Source: an optimization exercise on an open RTL-to-GDS flow (aim: a short achievable clock period and few clock cycles). Production flows keep margins and buffers that such runs may drop. Where RTL was checked, it was by simulation tests only, not by an equivalence proof against the original. Power figures rest on the tool's default switching activity, not on a simulated workload.

Setup of the reference run:
## kmeans_iter_ctrl
module kmeans_iter_ctrl #(
  parameter int unsigned AW       = 10,
  parameter int unsigned MAX_ITER = 16,
  parameter logic [15:0] TOL      = 16'h0010
) (
  input  logic          clk,
  input  logic          rst,
  input  logic          start,
  input  logic [AW-1:0] num_points,
  input  logic [47:0]   init_cx,
  input  logic [47:0]   init_cy,
  output logic          pt_rd_en,
  output logic [AW-1:0] pt_rd_addr,
  input  logic [31:0]   pt_rd_data,
  output logic          dp_valid,
  output logic [15:0]   dp_x,
  output logic [15:0]   dp_y,
  input  logic          dp_result_valid,
  input  logic [1:0]    dp_cluster,
  output logic [47:0]   cent_x,
  output logic [47:0]   cent_y,
  output logic          busy,
  output logic          done,
  output logic          converged,
  output logic [4:0]    iter_count
);
Settings: LEC_CHECK=0, CAP_MARGIN=20, CORE_MARGIN=2, CORE_UTILIZATION=40, SETUP_SLACK_MARGIN=3.6, SLEW_MARGIN=20; clock period 6.0 ns.
run.sh (not shown) runs the stock make flow with config.mk's settings and CLKGATE_MAP_FILE= SYNTH_SCRIPT=/design/flow/synth_recipe.tcl, a recipe that flattens the netlist after the stock synthesis.
--- input diff the reference run..the trial run ---
--- a/flow/design.v
+++ b/flow/design.v
@@ -35,22 +35,23 @@
   logic                zero_q;
   logic [2:0][15:0]    cx_q, cy_q;
   logic                rd_en_q;
   logic [AW-1:0]       addr_q;
   logic                v1_q, dpv_q, v3_q;
   logic [31:0]         pd_q, pd2_q, pd3_q;
   logic [2:0]          en_q;
   logic [TDec:1]       tok_q;
+  logic                clr_q;
   logic [2:0][7:0]     l0x_q, l0y_q, l1x_q, l1y_q;
   logic [2:0]          c0x_q, c0y_q, cox_q, coy_q;
   logic [2:0][AW-1:0]  hix_q, hiy_q;
   logic [2:0][AW-1:0]  cnt_q;
   logic [2:0][AW:0]    remx_q, remy_q;
-  logic [2:0][15:0]    dvdx_q, dvdy_q, qshx_q, qshy_q, oshx_q, oshy_q;
+  logic [2:0][15:0]    dvdx_q, dvdy_q, oshx_q, oshy_q;
     logic [2:0]          nz_q;
   logic [2:0][AW+1:0]  nneg_q, opx_q, opy_q;
   logic [2:0]          eqx_q, eqy_q;
   logic                last_rd, all_eq, stop, zdone, accept;
   assign accept  = start & ~busy_q;
   assign last_rd = rd_en_q & (addr_q == nm1_q);
   assign all_eq  = (&eqx_q) & (&eqy_q);
   assign stop    = tok_q[TDec] & (all_eq | (iter_q == LastIter));
@@ -80,16 +81,17 @@
       cx_q    <= '0;
       cy_q    <= '0;
       rd_en_q <= 1'b0;
       v1_q    <= 1'b0;
       dpv_q   <= 1'b0;
       v3_q    <= 1'b0;
       en_q    <= '0;
       tok_q   <= '0;
+      clr_q   <= 1'b0;
     end else begin
       acc_q  <= accept;
       done_q <= stop | zdone;
       if (accept)             busy_q <= 1'b1;
       else if (stop | zdone)  busy_q <= 1'b0;
       if (acc_q) begin
         iter_q <= '0;
         conv_q <= zdone;
@@ -98,43 +100,44 @@
         conv_q <= all_eq;
       end
       if (accept) begin
         cx_q <= init_cx;
         cy_q <= init_cy;
       end else if (tok_q[TDec]) begin
         for (int k = 0; k < 3; k++) begin
           if (nz_q[k]) begin
-            cx_q[k] <= qshx_q[k];
-            cy_q[k] <= qshy_q[k];
+            cx_q[k] <= dvdx_q[k];
+            cy_q[k] <= dvdy_q[k];
           end
         end
       end
       if (stop)                 rd_en_q <= 1'b0;
       else if (accept)          rd_en_q <= num_points != '0;
       else if (tok_q[TRead])    rd_en_q <= 1'b1;
       else if (last_rd)         rd_en_q <= 1'b0;
       v1_q   <= rd_en_q & ~stop;
       dpv_q  <= v1_q & ~stop;
       v3_q   <= dpv_q;
       for (int k = 0; k < 3; k++)
         en_q[k] <= v3_q & dp_result_valid & (dp_cluster == 2'(k + 1));
       tok_q  <= stop ? '0 : {tok_q[TDec-1:1], last_rd};
+      clr_q  <= acc_q | tok_q[TDec-1];
     end
   end
   always_ff @(posedge clk) begin
     zero_q <= num_points == '0;
     if (accept) nm1_q <= num_points - 1'b1;
     if (accept || tok_q[TRead]) addr_q <= '0;
     else if (rd_en_q)          addr_q <= addr_q + 1'b1;
     pd_q  <= pt_rd_data;
     pd2_q <= pd_q;
     pd3_q <= pd2_q;
     for (int k = 0; k < 3; k++) begin
-      if (acc_q || tok_q[TLoad]) begin
+      if (clr_q) begin
         l0x_q[k] <= '0;
         l0y_q[k] <= '0;
         l1x_q[k] <= '0;
         l1y_q[k] <= '0;
         c0x_q[k] <= 1'b0;
         c0y_q[k] <= 1'b0;
         cox_q[k] <= 1'b0;
         coy_q[k] <= 1'b0;
@@ -150,40 +153,38 @@
           c0x_q[k] <= 1'b0;
           c0y_q[k] <= 1'b0;
           {cox_q[k], l1x_q[k]} <= {1'b0, l1x_q[k]} + 9'(c0x_q[k]);
           {coy_q[k], l1y_q[k]} <= {1'b0, l1y_q[k]} + 9'(c0y_q[k]);
         end
         hix_q[k] <= hix_q[k] + AW'(cox_q[k]);
         hiy_q[k] <= hiy_q[k] + AW'(coy_q[k]);
       end
-      if (acc_q || tok_q[TDec-1]) cnt_q[k] <= '0;
+      if (clr_q) cnt_q[k] <= '0;
       else                        cnt_q[k] <= cnt_q[k] + AW'(en_q[k]);
       nz_q[k] <= cnt_q[k] != '0;
       nneg_q[k] <= -{2'b0, cnt_q[k]};
-      qshx_q[k] <= {qshx_q[k][14:0], qx[k]};
-      qshy_q[k] <= {qshy_q[k][14:0], qy[k]};
       if (tok_q[TLoad]) begin
         opx_q[k]  <= nneg_q[k];
         opy_q[k]  <= nneg_q[k];
         remx_q[k] <= {1'b0, hix_q[k] + AW'(cox_q[k])};
         remy_q[k] <= {1'b0, hiy_q[k] + AW'(coy_q[k])};
         dvdx_q[k] <= {l1x_q[k], l0x_q[k]};
         dvdy_q[k] <= {l1y_q[k], l0y_q[k]};
         oshx_q[k] <= cx_q[k];
         oshy_q[k] <= cy_q[k];
         eqx_q[k]  <= 1'b1;
         eqy_q[k]  <= 1'b1;
       end else begin
         opx_q[k]  <= qx[k] ? nneg_q[k] : {2'b00, cnt_q[k]};
         opy_q[k]  <= qy[k] ? nneg_q[k] : {2'b00, cnt_q[k]};
         remx_q[k] <= stx[k][AW:0];
         remy_q[k] <= sty[k][AW:0];
-        dvdx_q[k] <= {dvdx_q[k][14:0], 1'b0};
-        dvdy_q[k] <= {dvdy_q[k][14:0], 1'b0};
+        dvdx_q[k] <= {dvdx_q[k][14:0], qx[k]};
+        dvdy_q[k] <= {dvdy_q[k][14:0], qy[k]};
         oshx_q[k] <= {oshx_q[k][14:0], 1'b0};
         oshy_q[k] <= {oshy_q[k][14:0], 1'b0};
         eqx_q[k]  <= eqx_q[k] & (~nz_q[k] | (qx[k] == oshx_q[k][15]));
         eqy_q[k]  <= eqy_q[k] & (~nz_q[k] | (qy[k] == oshy_q[k][15]));
       end
     end
   end
   assign pt_rd_en   = rd_en_q;
Findings:
Re number of fill cells in the layout: the trial run and the reference run aren't equal, and the higher value belongs to the reference run.
The reference run ended up with cent_y[13] as its destination of the critical timing path; the trial run ended up with cent_y[30].
Compared with the reference run, the trial run shows global-route usage higher by 1.7 points.
In the flow results for the trial run and the reference run, the sum of internal, switching and leakage power is smaller on the trial run.
Critical path's slowest cell: sky130_fd_sc_hd__dfrtp_1 -> the reference run, sky130_fd_sc_hd__dfrtp_2 -> the trial run
A cell type taking the most area of multi-input combinational cells is what the trial run shows, while registers belongs to the reference run.
The reference run → the trial run: proportion of cell area occupied by registers went down; ratio of total power to cell area up about 3%; global routing usage on met1 moved up.
Re wire length: the trial run is about 3.2% up on the reference run.
Diff the reference run..the trial run | number of buffers between clock root and the deepest sink | unchanged
Testbench counts of the trial run, summed over its fixed seeds: cycles 152,765.
The RTL of the reference run was laid out without a check of its function.

* * *

north:
The RTL this note starts from:
==> flow/design.v <==
module kmeans_iter_ctrl #(
  parameter int unsigned AW       = 10,
  parameter int unsigned MAX_ITER = 16,
  parameter logic [15:0] TOL      = 16'h0010
) (
  input  logic          clk,
  input  logic          rst,
  input  logic          start,
  input  logic [AW-1:0] num_points,
  input  logic [47:0]   init_cx,
  input  logic [47:0]   init_cy,
  output logic          pt_rd_en,
  output logic [AW-1:0] pt_rd_addr,
  input  logic [31:0]   pt_rd_data,
  output logic          dp_valid,
  output logic [15:0]   dp_x,
  output logic [15:0]   dp_y,
  input  logic          dp_result_valid,
  input  logic [1:0]    dp_cluster,
  output logic [47:0]   cent_x,
  output logic [47:0]   cent_y,
  output logic          busy,
  output logic          done,
  output logic          converged,
  output logic [4:0]    iter_count
);
  localparam logic [4:0] LastIter = 5'(MAX_ITER - 1);
  localparam logic [15:0] Tol = TOL & 16'h0000;
  localparam int unsigned TLoad = 5;
  localparam int unsigned TRead = 20;
  localparam int unsigned TDec  = 22;
  logic                busy_q, done_q, conv_q, acc_q;
  logic [4:0]          iter_q;
  logic [AW-1:0]       num_sh_q, nm1_q;
  logic [47:0]         icx_sh_q, icy_sh_q;
  logic [2:0][15:0]    cx_q, cy_q;
  logic                rd_en_q;
  logic [AW-1:0]       addr_q;
  logic                v1_q, dpv_q, v3_q;
  logic [31:0]         pd_q, pd2_q, pd3_q;
  logic [2:0]          en_q;
  logic [TDec:1]       tok_q;
  logic                step_q;
  logic [2:0][15:0]    lox_q, loy_q;
  logic [2:0]          cox_q, coy_q;
  logic [2:0][AW-1:0]  hix_q, hiy_q;
  logic [2:0][AW-1:0]  cnt_q;
  logic [2:0][AW-1:0]  remx_q, remy_q;
  logic [2:0][15:0]    dvdx_q, dvdy_q;
    logic [2:0]          nz_q;
  logic [2:0]          eqx_q, eqy_q;
  logic                last_rd, all_eq, stop, zdone, accept;
  assign accept  = start & ~busy_q;
  assign last_rd = rd_en_q & (addr_q == nm1_q);
  assign all_eq  = (&eqx_q) & (&eqy_q);
  assign stop    = tok_q[TDec] & (all_eq | (iter_q == LastIter));
  assign zdone   = acc_q & (num_sh_q == '0);
  function automatic logic [AW:0] div_step(input logic [AW-1:0] rem,
                                           input logic          nxt,
                                           input logic [AW-1:0] n);
    logic [AW:0] trial, d1;
    logic        ge1;
    trial = {rem, nxt};
    {ge1, d1} = {1'b0, trial} - {2'b0, n} + {1'b1, {(AW+1){1'b0}}};
    div_step = {ge1, ge1 ? d1[AW-1:0] : trial[AW-1:0]};
  endfunction
  logic [2:0][AW:0]   stx, sty;
  logic [2:0]         qx, qy;
  always_comb begin
    for (int k = 0; k < 3; k++) begin
      stx[k] = div_step(remx_q[k], dvdx_q[k][15], cnt_q[k]);
      sty[k] = div_step(remy_q[k], dvdy_q[k][15], cnt_q[k]);
      qx[k]  = nz_q[k] ? stx[k][AW] : cx_q[k][15];
      qy[k]  = nz_q[k] ? sty[k][AW] : cy_q[k][15];
    end
  end
  always_ff @(posedge clk or posedge rst) begin
    if (rst) begin
      busy_q  <= 1'b0;
      done_q  <= 1'b0;
      conv_q  <= 1'b0;
      acc_q   <= 1'b0;
      iter_q  <= '0;
      cx_q    <= '0;
      cy_q    <= '0;
      rd_en_q <= 1'b0;
      v1_q    <= 1'b0;
      dpv_q   <= 1'b0;
      v3_q    <= 1'b0;
      en_q    <= '0;
      tok_q   <= '0;
      step_q  <= 1'b0;
    end else begin
      acc_q  <= accept;
      done_q <= stop | zdone;
      if (accept)             busy_q <= 1'b1;
      else if (stop | zdone)  busy_q <= 1'b0;
      if (acc_q) begin
        iter_q <= '0;
        conv_q <= zdone;
      end else if (tok_q[TDec]) begin
        iter_q <= iter_q + 5'd1;
        conv_q <= all_eq;
      end
      if (acc_q) begin
        cx_q <= icx_sh_q;
        cy_q <= icy_sh_q;
      end else if (step_q) begin
        for (int k = 0; k < 3; k++) begin
          cx_q[k] <= {cx_q[k][14:0], qx[k]};
          cy_q[k] <= {cy_q[k][14:0], qy[k]};
        end
      end
      if (stop)                 rd_en_q <= 1'b0;
      else if (acc_q)           rd_en_q <= ~zdone;
      else if (tok_q[TRead])    rd_en_q <= 1'b1;
      else if (last_rd)         rd_en_q <= 1'b0;
      v1_q   <= rd_en_q & ~stop;
      dpv_q  <= v1_q & ~stop;
      v3_q   <= dpv_q;
      for (int k = 0; k < 3; k++)
        en_q[k] <= v3_q & dp_result_valid & (dp_cluster == 2'(k + 1));
      tok_q  <= stop ? '0 : {tok_q[TDec-1:1], last_rd};
      step_q <= |tok_q[TDec-2:TLoad];
    end
  end
  always_ff @(posedge clk) begin
    num_sh_q <= num_points;
    icx_sh_q <= init_cx;
    icy_sh_q <= init_cy;
    if (acc_q) nm1_q <= num_sh_q - 1'b1;
    if (acc_q || tok_q[TRead]) addr_q <= '0;
    else if (rd_en_q)          addr_q <= addr_q + 1'b1;
    pd_q  <= pt_rd_data;
    pd2_q <= pd_q;
    pd3_q <= pd2_q;
    for (int k = 0; k < 3; k++) begin
      if (acc_q || tok_q[TLoad]) begin
        lox_q[k] <= '0;
        loy_q[k] <= '0;
        cox_q[k] <= 1'b0;
        coy_q[k] <= 1'b0;
        hix_q[k] <= '0;
        hiy_q[k] <= '0;
      end else begin
        if (en_q[k]) begin
          {cox_q[k], lox_q[k]} <= {1'b0, lox_q[k]} + {1'b0, pd3_q[31:16]};
          {coy_q[k], loy_q[k]} <= {1'b0, loy_q[k]} + {1'b0, pd3_q[15:0]};
        end else begin
          cox_q[k] <= 1'b0;
          coy_q[k] <= 1'b0;
        end
        hix_q[k] <= hix_q[k] + AW'(cox_q[k]);
        hiy_q[k] <= hiy_q[k] + AW'(coy_q[k]);
      end
      if (acc_q || tok_q[TDec-1]) cnt_q[k] <= '0;
      else                        cnt_q[k] <= cnt_q[k] + AW'(en_q[k]);
      nz_q[k] <= cnt_q[k] != '0;
      if (tok_q[TLoad]) begin
        remx_q[k] <= hix_q[k] + AW'(cox_q[k]);
        remy_q[k] <= hiy_q[k] + AW'(coy_q[k]);
        dvdx_q[k] <= lox_q[k];
        dvdy_q[k] <= loy_q[k];
        eqx_q[k]  <= 1'b1;
        eqy_q[k]  <= 1'b1;
      end else begin
        remx_q[k] <= stx[k][AW-1:0];
        remy_q[k] <= sty[k][AW-1:0];
        dvdx_q[k] <= {dvdx_q[k][14:0], 1'b0};
        dvdy_q[k] <= {dvdy_q[k][14:0], 1'b0};
        eqx_q[k]  <= eqx_q[k] & (qx[k] == cx_q[k][15]);
        eqy_q[k]  <= eqy_q[k] & (qy[k] == cy_q[k][15]);
      end
    end
  end
  assign pt_rd_en   = rd_en_q;
  assign pt_rd_addr = addr_q;
  assign dp_valid   = dpv_q;
  assign dp_x       = pd_q[31:16];
  assign dp_y       = pd_q[15:0];
  assign cent_x     = cx_q;
  assign cent_y     = cy_q;
  assign busy       = busy_q;
  assign done       = done_q;
  assign converged  = conv_q;
  assign iter_count = iter_q;
endmodule
Settings: LEC_CHECK=0, CAP_MARGIN=20, CORE_MARGIN=2, CORE_UTILIZATION=40, SETUP_SLACK_MARGIN=3.6, SLEW_MARGIN=20; clock period 6.0 ns.
Here is what was changed in the inputs of south compared with north.
--- a/flow/design.v
+++ b/flow/design.v
@@ -28,6 +28,6 @@
   localparam logic [15:0] Tol = TOL & 16'h0000;
   localparam int unsigned TLoad = 5;
-  localparam int unsigned TRead = 20;
-  localparam int unsigned TDec  = 22;
+  localparam int unsigned TRead = 12;
+  localparam int unsigned TDec  = 14;
   logic                busy_q, done_q, conv_q, acc_q;
   logic [4:0]          iter_q;
@@ -48,5 +48,6 @@
   logic [2:0][AW-1:0]  remx_q, remy_q;
   logic [2:0][15:0]    dvdx_q, dvdy_q;
-    logic [2:0]          nz_q;
+  logic [2:0][AW+1:0]  n3_q;
+  logic [2:0]          nz_q;
   logic [2:0]          eqx_q, eqy_q;
   logic                last_rd, all_eq, stop, zdone, accept;
@@ -56,21 +57,30 @@
   assign stop    = tok_q[TDec] & (all_eq | (iter_q == LastIter));
   assign zdone   = acc_q & (num_sh_q == '0);
-  function automatic logic [AW:0] div_step(input logic [AW-1:0] rem,
-                                           input logic          nxt,
-                                           input logic [AW-1:0] n);
-    logic [AW:0] trial, d1;
-    logic        ge1;
+  function automatic logic [AW+1:0] div_step(input logic [AW-1:0] rem,
+                                             input logic [1:0]    nxt,
+                                             input logic [AW-1:0] n,
+                                             input logic [AW+1:0] n3);
+    logic [AW+1:0] trial, d1, d2, d3;
+    logic          ge1, ge2, ge3;
+    logic [1:0]    q;
+    logic [AW-1:0] r;
     trial = {rem, nxt};
-    {ge1, d1} = {1'b0, trial} - {2'b0, n} + {1'b1, {(AW+1){1'b0}}};
-    div_step = {ge1, ge1 ? d1[AW-1:0] : trial[AW-1:0]};
+    {ge1, d1} = {1'b0, trial} - {3'b0, n} + {1'b1, {(AW+2){1'b0}}};
+    {ge2, d2} = {1'b0, trial} - {2'b0, n, 1'b0} + {1'b1, {(AW+2){1'b0}}};
+    {ge3, d3} = {1'b0, trial} - {1'b0, n3} + {1'b1, {(AW+2){1'b0}}};
+    if (ge3)      begin q = 2'd3; r = d3[AW-1:0]; end
+    else if (ge2) begin q = 2'd2; r = d2[AW-1:0]; end
+    else if (ge1) begin q = 2'd1; r = d1[AW-1:0]; end
+    else          begin q = 2'd0; r = trial[AW-1:0]; end
+    div_step = {q, r};
   endfunction
-  logic [2:0][AW:0]   stx, sty;
-  logic [2:0]         qx, qy;
+  logic [2:0][AW+1:0] stx, sty;
+  logic [2:0][1:0]    qx, qy;
   always_comb begin
     for (int k = 0; k < 3; k++) begin
-      stx[k] = div_step(remx_q[k], dvdx_q[k][15], cnt_q[k]);
-      sty[k] = div_step(remy_q[k], dvdy_q[k][15], cnt_q[k]);
-      qx[k]  = nz_q[k] ? stx[k][AW] : cx_q[k][15];
-      qy[k]  = nz_q[k] ? sty[k][AW] : cy_q[k][15];
+      stx[k] = div_step(remx_q[k], dvdx_q[k][15:14], cnt_q[k], n3_q[k]);
+      sty[k] = div_step(remy_q[k], dvdy_q[k][15:14], cnt_q[k], n3_q[k]);
+      qx[k]  = nz_q[k] ? stx[k][AW+1:AW] : cx_q[k][15:14];
+      qy[k]  = nz_q[k] ? sty[k][AW+1:AW] : cy_q[k][15:14];
     end
   end
@@ -108,6 +118,6 @@
       end else if (step_q) begin
         for (int k = 0; k < 3; k++) begin
-          cx_q[k] <= {cx_q[k][14:0], qx[k]};
-          cy_q[k] <= {cy_q[k][14:0], qy[k]};
+          cx_q[k] <= {cx_q[k][13:0], qx[k]};
+          cy_q[k] <= {cy_q[k][13:0], qy[k]};
         end
       end
@@ -156,4 +166,5 @@
       if (acc_q || tok_q[TDec-1]) cnt_q[k] <= '0;
       else                        cnt_q[k] <= cnt_q[k] + AW'(en_q[k]);
+      n3_q[k] <= {2'b0, cnt_q[k]} + {1'b0, cnt_q[k], 1'b0};
       nz_q[k] <= cnt_q[k] != '0;
       if (tok_q[TLoad]) begin
@@ -167,8 +178,8 @@
         remx_q[k] <= stx[k][AW-1:0];
         remy_q[k] <= sty[k][AW-1:0];
-        dvdx_q[k] <= {dvdx_q[k][14:0], 1'b0};
-        dvdy_q[k] <= {dvdy_q[k][14:0], 1'b0};
-        eqx_q[k]  <= eqx_q[k] & (qx[k] == cx_q[k][15]);
-        eqy_q[k]  <= eqy_q[k] & (qy[k] == cy_q[k][15]);
+        dvdx_q[k] <= {dvdx_q[k][13:0], 2'b00};
+        dvdy_q[k] <= {dvdy_q[k][13:0], 2'b00};
+        eqx_q[k]  <= eqx_q[k] & (qx[k] == cx_q[k][15:14]);
+        eqy_q[k]  <= eqy_q[k] & (qy[k] == cy_q[k][15:14]);
       end
     end
Results
- The final layout from south, which completed every stage, passed the timing, design-rule and antenna checks at the end of the flow.
- north → south: post-route cell area went up about 33%, fraction of the mapped netlist area in compound gates rose 4.4 points, total wire length after detailed routing moved up.
- Taking north over south, the area after synthesis ratio works out to 0.78.
- Comparing north and south, the lower share of final-layout standard cells stronger than drive strength 1 is on north.
- Taking north over south, the clock power ratio works out to 0.907.
Function was not checked in any run of this note: the RTL went through the layout flow alone.

what the ideal ports hide:
In the flow no input, the clock included, has a driving cell. The finished layouts below were timed again as built, in two steps. Step 1 assumes that a clkbuf_16 drives the clock port and a buf_2 every other input. Step 2 also shifts input and output timing later by t, the mid clock arrival at the registers, as if the neighbouring blocks saw the same clock. Three values: ideal, step 1, step 2; two values: the first two.
| run | shift t [ns] | setup slack, ns | worst slew at a driven data input, ns | pins driven straight from the clock port |
|---|---|---|---|---|
| the reference run | 0.724 | 3.573 / 3.510 / 3.007 | 0.08 | 1 |
| the trial run | 0.704 | 3.535 / 3.466 / 3.071 | 0.09 | 1 |
| north | 0.682 | 3.476 / 3.476 / 3.476 | 0.10 | 1 |
| south | 0.733 | 3.381 / 3.381 / 3.381 | 0.09 | 1 |
After both steps setup and hold are still met in every run listed. For the reference run, which loses most, drivers alone change the setup slack by -0.063 ns; drivers and shift together by -0.566 ns.
